What follows belongs to an exercise in optimizing a design on an open flow for small area, a short achievable clock period and few clock cycles per item; a production flow would make more cautious choices.
No functional check of the RTL was part of any run shown here.

==> design.v <==
package edma_pkg;
	localparam int ECHO_W          = 16;
	localparam int DIST_W          = 19;
	localparam int CFG_W           = 5;
	localparam int MAX_SAMPLES_DEF = 16;
	localparam int DIST_MUL_W = 11;
	localparam int PROD_W     = ECHO_W + DIST_MUL_W;
	localparam logic [DIST_MUL_W-1:0] DIST_MUL = DIST_MUL_W'(1114);
	localparam int DIST_SHIFT = 8;
endpackage
module echo_distance_moving_average #(
	parameter int MAX_SAMPLES = edma_pkg::MAX_SAMPLES_DEF
) (
	input  logic                       clk,
	input  logic                       arst_n,
	input  logic                       echo_valid,
	output logic                       echo_ready,
	input  logic [edma_pkg::ECHO_W-1:0] echo_us,
	output logic                       result_valid,
	input  logic                       result_ready,
	output logic [edma_pkg::DIST_W-1:0] result_distance_q8,
	output logic                       result_valid_res,
	input  logic                       cfg_wr_en,
	input  logic [edma_pkg::CFG_W-1:0] cfg_wr_data
);
	localparam int EW  = edma_pkg::ECHO_W;
	localparam int DW  = edma_pkg::DIST_W;
	localparam int TW  = DW + 4;       
	localparam int NS  = 16;           
	localparam int NST = 10;           
	logic adv_q;
	logic          v0_q;
	logic [EW-1:0] us0_q;
	always_ff @(posedge clk or negedge arst_n) begin
		if (!arst_n) v0_q <= 1'b0;
		else if (adv_q) v0_q <= echo_valid;
	end
	always_ff @(posedge clk) begin
		if (adv_q) us0_q <= echo_us;
	end
	logic          vm_q, zm_q;
	logic [EW-1:0] usm_q;
	logic [EW+3:0] a_q;
	logic [EW+10:0] prod2;    
	logic          v1_q, z1_q;
	logic [DW-1:0] d1_q;
	always_ff @(posedge clk or negedge arst_n) begin
		if (!arst_n) begin
			vm_q <= 1'b0;
			v1_q <= 1'b0;
		end else if (adv_q) begin
			vm_q <= v0_q;
			v1_q <= vm_q;
		end
	end
	always_ff @(posedge clk) begin
		if (adv_q) begin
			usm_q <= us0_q;
			a_q   <= {us0_q, 3'd0} + {3'd0, us0_q, 1'b0};
			zm_q  <= (us0_q == '0);
			d1_q  <= prod2[EW+10:8];
			z1_q  <= zm_q;
		end
	end
	assign prod2 = {usm_q, 10'd0} + {7'd0, a_q} + {4'd0, a_q, 3'd0};
	logic [4:0]    win_q;       
	logic [4:0]    fill_q;      
	logic          full_q;      
	logic [DW-1:0] ring [NS];
	logic [DW-1:0] oldest;
	logic          v2_q, z2_q;
	logic [DW:0]   delta2_q;    
	logic [4:0]    n2_q;
	logic          push;
	logic [4:0]    fill_nx;
	logic [4:0]    cfg_w;
	always_comb begin
		cfg_w = cfg_wr_data;
		if (cfg_wr_data == '0) cfg_w = 5'd1;
		else if (cfg_wr_data > 5'd16) cfg_w = 5'd16;
	end
	assign push    = adv_q && v1_q && !z1_q;
	assign fill_nx = full_q ? fill_q : fill_q + 5'd1;
	assign oldest  = ring[4'(win_q - 5'd1)];
	always_ff @(posedge clk) begin
		if (push) begin
			ring[0] <= d1_q;
			for (int i = 1; i < NS; i++) ring[i] <= ring[i-1];
		end
	end
	always_ff @(posedge clk or negedge arst_n) begin
		if (!arst_n) begin
			win_q  <= 5'd1;
			fill_q <= '0;
			full_q <= 1'b0;
			v2_q   <= 1'b0;
		end else begin
			if (adv_q) v2_q <= v1_q;
			if (cfg_wr_en) begin
				win_q  <= cfg_w;
				fill_q <= '0;
				full_q <= 1'b0;
			end else if (adv_q && v1_q) begin
				if (z1_q) begin
					fill_q <= '0;
					full_q <= 1'b0;
				end else begin
					fill_q <= fill_nx;
					full_q <= fill_nx == win_q;
				end
			end
		end
	end
	always_ff @(posedge clk) begin
		if (adv_q) begin
			z2_q     <= z1_q;
			delta2_q <= {1'b0, d1_q} - {1'b0, full_q ? oldest : '0};
			n2_q     <= z1_q ? 5'd1 : fill_nx;
		end
	end
	logic          v3_q, z3_q;
	logic [TW-1:0] total_q;
	logic [4:0]    n3_q;
	always_ff @(posedge clk or negedge arst_n) begin
		if (!arst_n) begin
			total_q <= '0;
			v3_q    <= 1'b0;
		end else begin
			if (adv_q) v3_q <= v2_q;
			if (cfg_wr_en) begin
				total_q <= '0;
			end else if (adv_q && v2_q) begin
				total_q <= z2_q ? '0 : total_q + {{(TW-DW-1){delta2_q[DW]}}, delta2_q};
			end
		end
	end
	always_ff @(posedge clk) begin
		if (adv_q) begin
			z3_q <= z2_q;
			n3_q <= n2_q;
		end
	end
	function automatic int bps(input int k);
		bps = (k == NST - 1) ? DW - 2 * (NST - 1) : 2;
	endfunction
	function automatic logic [3+DW:0] div_steps(input logic [3:0] rem, input logic [DW-1:0] dvd,
	                                             input logic [4:0] n, input int steps);
		logic [4:0] trial;
		logic [5:0] diff;
		logic [3:0] r;
		logic [DW-1:0] x;
		r = rem;
		x = dvd;
		for (int s = 0; s < steps; s++) begin
			trial = {r, x[DW-1]};
			diff  = {1'b0, trial} - {1'b0, n};
			if (!diff[5]) begin
				r = diff[3:0];
				x = {x[DW-2:0], 1'b1};
			end else begin
				r = trial[3:0];
				x = {x[DW-2:0], 1'b0};
			end
		end
		div_steps = {r, x};
	endfunction
	logic [3:0]    rem_q [NST-1];
	logic [DW-1:0] dvd_q [NST-1];
	logic [4:0]    nd_q  [NST-1];
	logic          vd_q  [NST-1];
	logic          zd_q  [NST-1];
	logic [3+DW:0] dres  [NST];
	always_comb begin
		dres[0] = div_steps(total_q[TW-1:DW], total_q[DW-1:0], n3_q, bps(0));
		for (int k = 1; k < NST; k++)
			dres[k] = div_steps(rem_q[k-1], dvd_q[k-1], nd_q[k-1], bps(k));
	end
	always_ff @(posedge clk or negedge arst_n) begin
		if (!arst_n) begin
			for (int k = 0; k < NST - 1; k++) vd_q[k] <= 1'b0;
		end else if (adv_q) begin
			vd_q[0] <= v3_q;
			for (int k = 1; k < NST - 1; k++) vd_q[k] <= vd_q[k-1];
		end
	end
	always_ff @(posedge clk) begin
		if (adv_q) begin
			{rem_q[0], dvd_q[0]} <= dres[0];
			nd_q[0] <= n3_q;
			zd_q[0] <= z3_q;
			for (int k = 1; k < NST - 1; k++) begin
				{rem_q[k], dvd_q[k]} <= dres[k];
				nd_q[k] <= nd_q[k-1];
				zd_q[k] <= zd_q[k-1];
			end
		end
	end
	logic          xv;
	logic [DW-1:0] xd;
	logic          xr;
	assign xv = vd_q[NST-2];
	assign xd = dres[NST-1][DW-1:0];
	assign xr = !zd_q[NST-2];
	logic          ov_q, sv_q;
	logic [DW-1:0] od_q, sd_q;
	logic          or_q, sr_q;
	logic take, inc;
	logic ov_nx, sv_nx;
	assign take = ov_q && result_ready;
	assign inc  = adv_q && xv;
	always_comb begin
		ov_nx = ov_q;
		sv_nx = sv_q;
		if (take) begin
			if (sv_q) begin
				ov_nx = 1'b1;
				sv_nx = inc;
			end else begin
				ov_nx = inc;
				sv_nx = 1'b0;
			end
		end else if (inc) begin
			if (ov_q) sv_nx = 1'b1;
			else      ov_nx = 1'b1;
		end
	end
	always_ff @(posedge clk or negedge arst_n) begin
		if (!arst_n) begin
			ov_q  <= 1'b0;
			sv_q  <= 1'b0;
			adv_q <= 1'b1;
		end else begin
			ov_q  <= ov_nx;
			sv_q  <= sv_nx;
			adv_q <= !(ov_nx && sv_nx);
		end
	end
	always_ff @(posedge clk) begin
		if (take) begin
			if (sv_q) begin
				od_q <= sd_q;
				or_q <= sr_q;
			end else begin
				od_q <= xd;
				or_q <= xr;
			end
			sd_q <= xd;
			sr_q <= xr;
		end else if (ov_q) begin
			if (!sv_q) begin
				sd_q <= xd;
				sr_q <= xr;
			end
		end else begin
			od_q <= xd;
			or_q <= xr;
		end
	end
	assign echo_ready         = adv_q;
	assign result_valid       = ov_q;
	assign result_distance_q8 = od_q;
	assign result_valid_res   = or_q;
endmodule
==> run.sh <==
#!/bin/bash
# synth_recipe.tcl (not shown) runs the flow's synth.tcl, then flattens the netlist and writes it again
# the make line also repeats each setting of config.mk as NAME=value (left out here)
make -C /OpenROAD-flow-scripts/flow DESIGN_CONFIG=/design/flow/config.mk WORK_HOME=/design/flow/orfs CLKGATE_MAP_FILE= SYNTH_SCRIPT=/design/flow/synth_recipe.tcl finish
==> config.mk <==
export PLATFORM = sky130hd
export DESIGN_NAME = echo_distance_moving_average
export DESIGN_NICKNAME = echo_distance_moving_average
export VERILOG_FILES = /design/flow/design.v
export SDC_FILE = /design/flow/constraint.sdc
export NUM_CORES = 4
export LEC_CHECK = 0
export CAP_MARGIN = 20
export CORE_MARGIN = 2
export CORE_UTILIZATION = 40
export SLEW_MARGIN = 20
==> constraint.sdc <==
create_clock -name core_clock -period 5.5 [get_ports {clk}]
set_input_delay 1.1000 -clock core_clock [delete_from_list [all_inputs] [get_ports {clk}]]
set_output_delay 1.1000 -clock core_clock [all_outputs]
set_load 0.01 [all_outputs]
==> results of run 1 <==
## path summary, 6_finish.rpt
path | to | depth (start not counted) | slack (ns) | from
max reg2reg | delta2_q[18]$_DFFE_PP_ | 16 | 0.72 | win_q[1]$_DFFE_PN0P_
min reg2reg | dvd_q[4][13]$_DFFE_PP_ | 0 | 0.40 | dvd_q[3][11]$_DFFE_PP_
min in group asynchronous | win_q[1]$_DFFE_PN0P_ | 2 | 0.59 | arst_n
min | dvd_q[4][13]$_DFFE_PP_ | 0 | 0.40 | dvd_q[3][11]$_DFFE_PP_
max in group asynchronous | ov_q$_DFF_PN0_ | 2 | 4.36 | arst_n
max | delta2_q[18]$_DFFE_PP_ | 16 | 0.72 | win_q[1]$_DFFE_PN0P_
## per-layer routing
| metal | wire length (um) | GRT usage | vias to the layer above |
|---|---|---|---|
| li1 | - | - | 8425 |
| met1 | 27900 | 0.206 | 8878 |
| met2 | 30600 | 0.254 | 596 |
| met3 | 3980 | 0.0294 | 127 |
| met4 | 1960 | 0.0563 | 0 |
| met5 | 0 | 0 | - |
## cell type report
cell class | count | area [um^2]
clock buffer | 100 | 2160
clock inverter | 49 | 517
fill | 6895 | 43400
inverter | 103 | 387
multi-input combinational | 1196 | 9500
sequential | 758 | 22500
tap | 1060 | 1330
timing repair buffer | 84 | 781
## stage by stage
stage                     setup WS, ns   util  hold slack [ns]  instance area, um^2
after floorplan                  -2.80      -            0.400                32600
after global placement           0.833  0.428            0.401                34500
after detailed placement         0.810  0.428            0.405                34500
after CTS                        0.751  0.462            0.407                37200
after global routing             0.493  0.462            0.417                37200
final                            0.725  0.462            0.404                37200
## worst reg2reg max path, stage by stage (launching register included)
cell and delay [ns]:
dfrtp_1 0.70, nand2_1 0.21, nor2_1 0.46, buf_4 0.39
a222oi_1 0.17, and3_1 0.18, a31oi_1 0.20, ha_1 0.23
fa_1 0.22, nor2b_1 0.08, o31a_1 0.27, o21ai_1 0.22
a31oi_1 0.16, o41ai_2 0.33, o21ai_1 0.16, o41ai_1 0.38
xnor2_1 0.14
## sequential cells by signal, summed over array words and instances, names as in the netlist, 5 cells and up
register	flops
nd_q	45
us0_q	16
ring	304
od_q	19
n3_q	5
a_q	17
total_q	23
rem_q	36
d1_q	19
sd_q	19
fill_q	5
usm_q	16
vd_q	9
n2_q	5
delta2_q	20
zd_q	9
dvd_q	171
win_q	5
## cells by family after synthesis
group | Yosys count | share of synthesized area
flops | 758 | 0.691
buf+inv | 163 | 0.0188
mux | 80 | 0.0272
simple gates | 355 | 0.0518
fa+ha+maj | 208 | 0.0870
compound gates | 454 | 0.0979
xor+xnor | 99 | 0.0266
## cell usage in the layout, fill, tap and decap left out, types with 6 or more instances in the layout
master	count
a21o_1	67
a21oi_1	82
a222oi_1	25
a22o_1	18
a22oi_1	90
a31oi_1	11
and3_1	9
buf_4	34
bufinv_16	7
clkbuf_1	14
clkbuf_16	82
clkdlybuf4s50_1	46
clkinv_1	17
clkinv_2	12
clkinvlp_4	6
dfrtp_1	48
edfxtp_1	707
fa_1	31
ha_1	177
inv_1	103
mux2_2	68
mux2i_1	12
nand2_1	64
nand2b_1	24
nand3_1	33
nand3b_1	7
nand4_1	17
nor2_1	125
nor2b_1	32
nor3_1	20
o21a_1	8
o21ai_0	65
o21ai_1	13
o21bai_1	6
o221ai_1	28
xnor2_1	63
xor2_1	36
==> key figures, run 1 <==
STA
  – Least-Margin Pin Slew: 1.02 ns
  – Clk_skew: 0.0277 ns
  – Post-layout min period: 4.78 ns
  – RSZ-0062 raised after global routing: no
  – Final setup vio count: 0
  – Setup tns final: 0 ns
  – Fmax: 209 MHz
  – Final hold violation count: 0
  – Max-slew violation count: 0
  – Relative slew slack: 0.318
  – Period utilisation layout: 0.868

Synth
  – Post-synth top cells: edfxtp_1, ha_1, nor2_1, inv_1, a22oi_1
  – Number of synthesized register bits: 758
  – Syn avg cell area: 15.4 um^2
  – Number of synthesized flops with an enable pin: 707
  – Mapped Nets: 2351
  – Synthesized area: 32600 um^2
  – Ys flop type: edfxtp_1
  – Asr flop ratio synth: 0.0673
  – Yosys cell types: 58
  – Register area share after synthesis: 0.691
  – Largest area contributor in the netlist: edfxtp_1
  – Top cells by area, synth: edfxtp_1, ha_1, dfrtp_1
  – Post-synth top area share: 0.652
  – Top-count cell post-synth: edfxtp_1
  – YS warnings: 8
  – Mapped Cells: 2117

Cells and area
  – Diodes inserted: 0
  – # nets final: 2458
  – Area delta synth->final: 14.1%
  – Non-filler instance count after layout: 3350
  – Share of cells above drive strength 1: 0.105

Critical path
  – Worst path arrival time: 5.13 ns
  – CP delay by family, top: compound AO/OA/AOI/OAI gates
  – CP Buf/Inv Count: 1
  – Crit-path max cell delay: 0.70 ns
  – Crit path required time: 5.85 ns
  – CP Launch Type: flop
  – Worst-path cell chain: nand2_1, nor2_1, buf_4, a222oi_1, and3_1, a31oi_1, ha_1, fa_1, nor2b_1, o31a_1, o21ai_1, a31oi_1, o41ai_2, o21ai_1, o41ai_1, xnor2_1
  – Worst Path Max Fanout: 16
  – Worst setup path category: reg -> reg
  – Element type at the critical path end: flop
  – Crit path max-delay cell type: dfrtp_1

Global routing
  – Initial antenna violation count: 0
  – Global-route wire length before repair: 102000 um
  – Total congestion overflow: 0
  – Number of global-route vias before repair: 18100
  – Largest net degree at the start of global routing: 166
  – All-layer global routing usage: 0.155

Drt
  – Wire length per cell: 19.3 um
  – DR pass1 iterations: 6
  – Via density per instance: 5.38
  – DR iter-0 viols: 1465
  – Total detailed-routing wirelength: 64500 um
  – Routed via count: 18000
  – ANT nets after route: 0
  – DRC errors left: 0

Clock tree
  – Clock sinks: 758
  – CTS Buffer Depth: 3
  – Worst-skew pair later-pin latency: 0.64 ns
  – Clock root buffer: clkbuf_16
  – Reg clk slew, reported paths: 0.06 ns
  – CTS tree: yes
  – Num CTS Buffers: 81
  – Max H-tree Level: 3
  – Cts repair resizes: 0
  – Post-CTS Setup Bufs: 0
  – Hold-fix buffers at CTS: 0

Placement
  – Count of port buffers added during placement: 47
  – DP HPWL: 42700 um
  – Placed cell count: 3201
  – RD Place Congestion: 0.875

Floorplan
  – Die Ht: 289 um
  – Initial core utilization: 0.405
  – Core area: 80500 um^2
  – Site row count: 104
  – Die X: 289 um
  – I/O pin total: 48
  – Die area: 83800 um^2

Flow run
  – MaxCap Viol Count: 0

Outcome
  – Status: complete, no violations

Min path
  – Worst hold path type: reg -> reg
==> run 2: changes to the inputs <==
--- a/config.mk
+++ b/config.mk
@@ -8,4 +8,5 @@
 export CAP_MARGIN = 20
 export CORE_MARGIN = 2
 export CORE_UTILIZATION = 40
+export SETUP_SLACK_MARGIN = 2.6
 export SLEW_MARGIN = 20
==> run 2 against run 1 <==
Compared with the run above:
- via count up 6.1%
- maximum frequency grew 28%
- flip-flop and latch count unchanged
- register-to-register slack improved by 1.1 ns
- synthesized cell count is the same
- critical path depth increased by 1
- clock-buffer cell count unchanged
- largest cell class unchanged
- die area is the same
- critical path type unchanged
- design area rose by 8.7%
- area after synthesis did not move
- critical endpoint unchanged
==> key figures, run 2 <==
Outcome
  – Status: complete, no violations

Global routing
  – Number of global-route vias before repair: 19300 (+6.4%)
  – Total congestion overflow: 0 (unchanged)
  – Met3 Use GR: 0.0341 (+0.00472)
  – Routing usage on met2: 0.276 (+0.0217)
  – Top Usage Layer GRT: met2
  – Largest net degree at the start of global routing: 183 (+10%)
  – Initial antenna violation count: 0 (unchanged)
  – Met1 Track Usage GR: 0.213 (+0.00643)
  – Global-route wire length before repair: 108000 um (+6.2%)
  – All-layer global routing usage: 0.165 (+0.0101)

Clock tree
  – Reg clk slew, reported paths: 0.06 ns (about the same)
  – Max H-tree Level: 3 (unchanged)
  – CTS tree: yes
  – Clock sinks: 758 (unchanged)
  – Num CTS Buffers: 81 (unchanged)
  – Worst-skew pair later-pin latency: 0.64 ns (about the same)
  – Clock root buffer: clkbuf_16
  – Hold-fix buffers at CTS: 0 (unchanged)
  – CTS Buffer Depth: 3 (unchanged)

Critical path
  – CP Launch Type: flop
  – Worst path arrival time: 4.10 ns (-1.03 ns)
  – Element type at the critical path end: flop
  – Worst Path Max Fanout: 7 (-9)
  – Worst setup path category: reg -> reg
  – Crit path required time: 5.88 ns (+0.03 ns)

Synth
  – Top-count cell post-synth: edfxtp_1
  – Top cells by area, synth: edfxtp_1, ha_1, dfrtp_1
  – Largest area contributor in the netlist: edfxtp_1
  – YS warnings: 8 (unchanged)
  – Post-synth top cells: edfxtp_1, ha_1, nor2_1, inv_1, a22oi_1
  – Post-synth top area share: 0.652 (unchanged)
  – Mapped Cells: 2117 (unchanged)
  – Number of synthesized flops with an enable pin: 707 (unchanged)
  – Ys flop type: edfxtp_1
  – Mapped Nets: 2351 (unchanged)
  – Yosys cell types: 58 (unchanged)
  – Register area share after synthesis: 0.691 (unchanged)
  – Number of synthesized register bits: 758 (unchanged)
  – Syn avg cell area: 15.4 um^2 (unchanged)
  – Asr flop ratio synth: 0.0673 (unchanged)
  – Synthesized area: 32600 um^2 (unchanged)

Cells and area
  – Most common cell after layout, fill and taps aside: edfxtp_1
  – Core Util, Final: 0.502 (+0.0402)
  – # nets final: 2643 (+7.5%)
  – Share of cells above drive strength 1: 0.270 (+0.165)
  – Fill cell count: 6528 (-5.3%)
  – Fin area: 40400 um^2 (+8.7%)
  – Non-filler instance count after layout: 3536 (+5.6%)
  – Diodes inserted: 0 (unchanged)
  – Max reg flops: 304 (unchanged)
  – Largest Register: ring
  – Area delta synth->final: 24.1%
  – Commonest cells after routing, fill and taps aside: edfxtp_1, buf_4, ha_1

Drt
  – Routed via count: 19100 (+6.1%)
  – Wire length per cell: 19.8 um (+2.9%)
  – DR pass1 iterations: 9 (+3)
  – Via density per instance: 5.41 (+0.53%)
  – ANT nets after route: 0 (unchanged)
  – Total detailed-routing wirelength: 70100 um (+8.6%)
  – DRC errors left: 0 (unchanged)
  – DR iter-0 viols: 1868 (+28%)

Placement
  – DP HPWL: 42000 um (-1.6%)
  – RD Place Congestion: 0.890 (+1.7%)
  – Placed inst area: 34700 um^2 (+0.53%)
  – Placed cell count: 3174 (-0.84%)
  – Count of port buffers added during placement: 47 (unchanged)
  – Worst slack, placed: 0.944 ns (+0.134 ns)

Floorplan
  – Core area: 80500 um^2 (unchanged)
  – Die area: 83800 um^2 (unchanged)
  – I/O pin total: 48 (unchanged)
  – Site row count: 104 (unchanged)
  – Die Ht: 289 um (unchanged)
  – Die X: 289 um (unchanged)
  – Initial core utilization: 0.405 (unchanged)

STA
  – Post-layout min period: 3.72 ns (-1.05 ns)
  – Setup ws final: 1.78 ns (+1.05 ns)
  – Clk_skew: 0.0263 ns (-0.00140 ns)
  – Final setup vio count: 0 (unchanged)
  – Fmax: 269 MHz (+28%)
  – Period utilisation layout: 0.677 (-0.191)
  – Relative slew slack: 0.300 (-0.0183)
  – Final hold violation count: 0 (unchanged)
  – RSZ-0062 raised after global routing: yes
  – Max-slew violation count: 0 (unchanged)
  – Least-Margin Pin Slew: 1.05 ns (+0.0245 ns)
  – Setup tns final: 0 ns (unchanged)
  – WHS: 0.398 ns (-0.00579 ns)

Flow run
  – MaxCap Viol Count: 0 (unchanged)

Min path
  – Worst hold path type: reg -> reg
run 2: cell type report:
cell class,instances,area (um^2),share of cell area
Clock buffer,100,2170,0.0537
Inverter,103,390,0.00966
Timing Repair Buffer,267,2360,0.0584
Clock inverter,50,606,0.0150
Multi-Input combinational cell,1198,11000,0.273
Sequential cell,758,22500,0.557
Tap cell,1060,1330,0.0328
run 2: worst paths after layout:
check,startpoint,endpoint,slack [ns],cells past startpoint
setup / recovery,win_q[0]$_DFFE_PN1P_,delta2_q[18]$_DFFE_PP_,1.78,17
hold reg to reg,dvd_q[4][10]$_DFFE_PP_,dvd_q[5][12]$_DFFE_PP_,0.40,0
min in group asynchronous,arst_n,v0_q$_DFFE_PN0P_,0.61,2
max in group asynchronous,arst_n,win_q[1]$_DFFE_PN0P_,4.29,2
hold / removal,dvd_q[4][10]$_DFFE_PP_,dvd_q[5][12]$_DFFE_PP_,0.40,0
setup reg to reg,win_q[0]$_DFFE_PN1P_,delta2_q[18]$_DFFE_PP_,1.78,17
run 2: kinds of logic (layout without fill, tap and decap cells):
kind of cell	after synthesis	after routing	synth area share
mux	80	80	0.0272
buf+inv	163	520	0.0188
compound gates	454	454	0.0979
simple gates	355	357	0.0518
xor+xnor	99	99	0.0266
flops	758	758	0.691
fa+ha+maj	208	208	0.0870
run 2: timing repair:
action | CTS | global route
cloned | 1 | 1
gates resized for setup | 142 | 123
pin swaps | 78 | 79
buffers inserted | 163 | 47
setup endpoints to repair | 93 | 75
run 2: worst max-delay path: stages, from the launching register on:
cell and delay, ns:
dfstp_4 0.67, buf_6 0.14, nand2_8 0.08, nor2_4 0.16, buf_12 0.13, a222oi_1 0.05
and3_1 0.18, a31oi_1 0.18, ha_2 0.24, fa_2 0.23, nor2b_2 0.06, o31a_1 0.28
o21ai_2 0.19, a31oi_4 0.14, o41ai_4 0.28, o21ai_2 0.11, o41ai_2 0.25, xnor2_1 0.10
run 2: routing by layer:
metal,wire length (um),up-vias
met2,34200,684
met4,2220,0
met1,29000,9502
li1,-,8782
met5,0,-
met3,4680,160

## afterwards: timing with drivers on the ports
Ports are ideal in the flow. The routed layouts listed here were re-timed in OpenROAD. Step 1 sets driving cells, clkbuf_16 on the clock port and buf_2 on the other inputs (assumed; they add their load-dependent delay and slew). Step 2 times the ports against the registers' clock, not the clock port: input delays grow and output delays shrink by t, the midpoint of the rising clock arrivals with the driver on. Three values: ideal ports, drivers, drivers and shift; two values: the first two.
run | t, ns | slack for setup (ns) | latest minus earliest clock arrival (ns) | worst slew at a driven data input, ns
run 1 | 0.683 | 0.725 / 0.725 / 0.725 | 0.031 / 0.030 | 0.06
run 2 | 0.691 | 1.776 / 1.776 / 1.776 | 0.031 / 0.031 | 0.10
After both steps setup and hold are still met in every run listed.
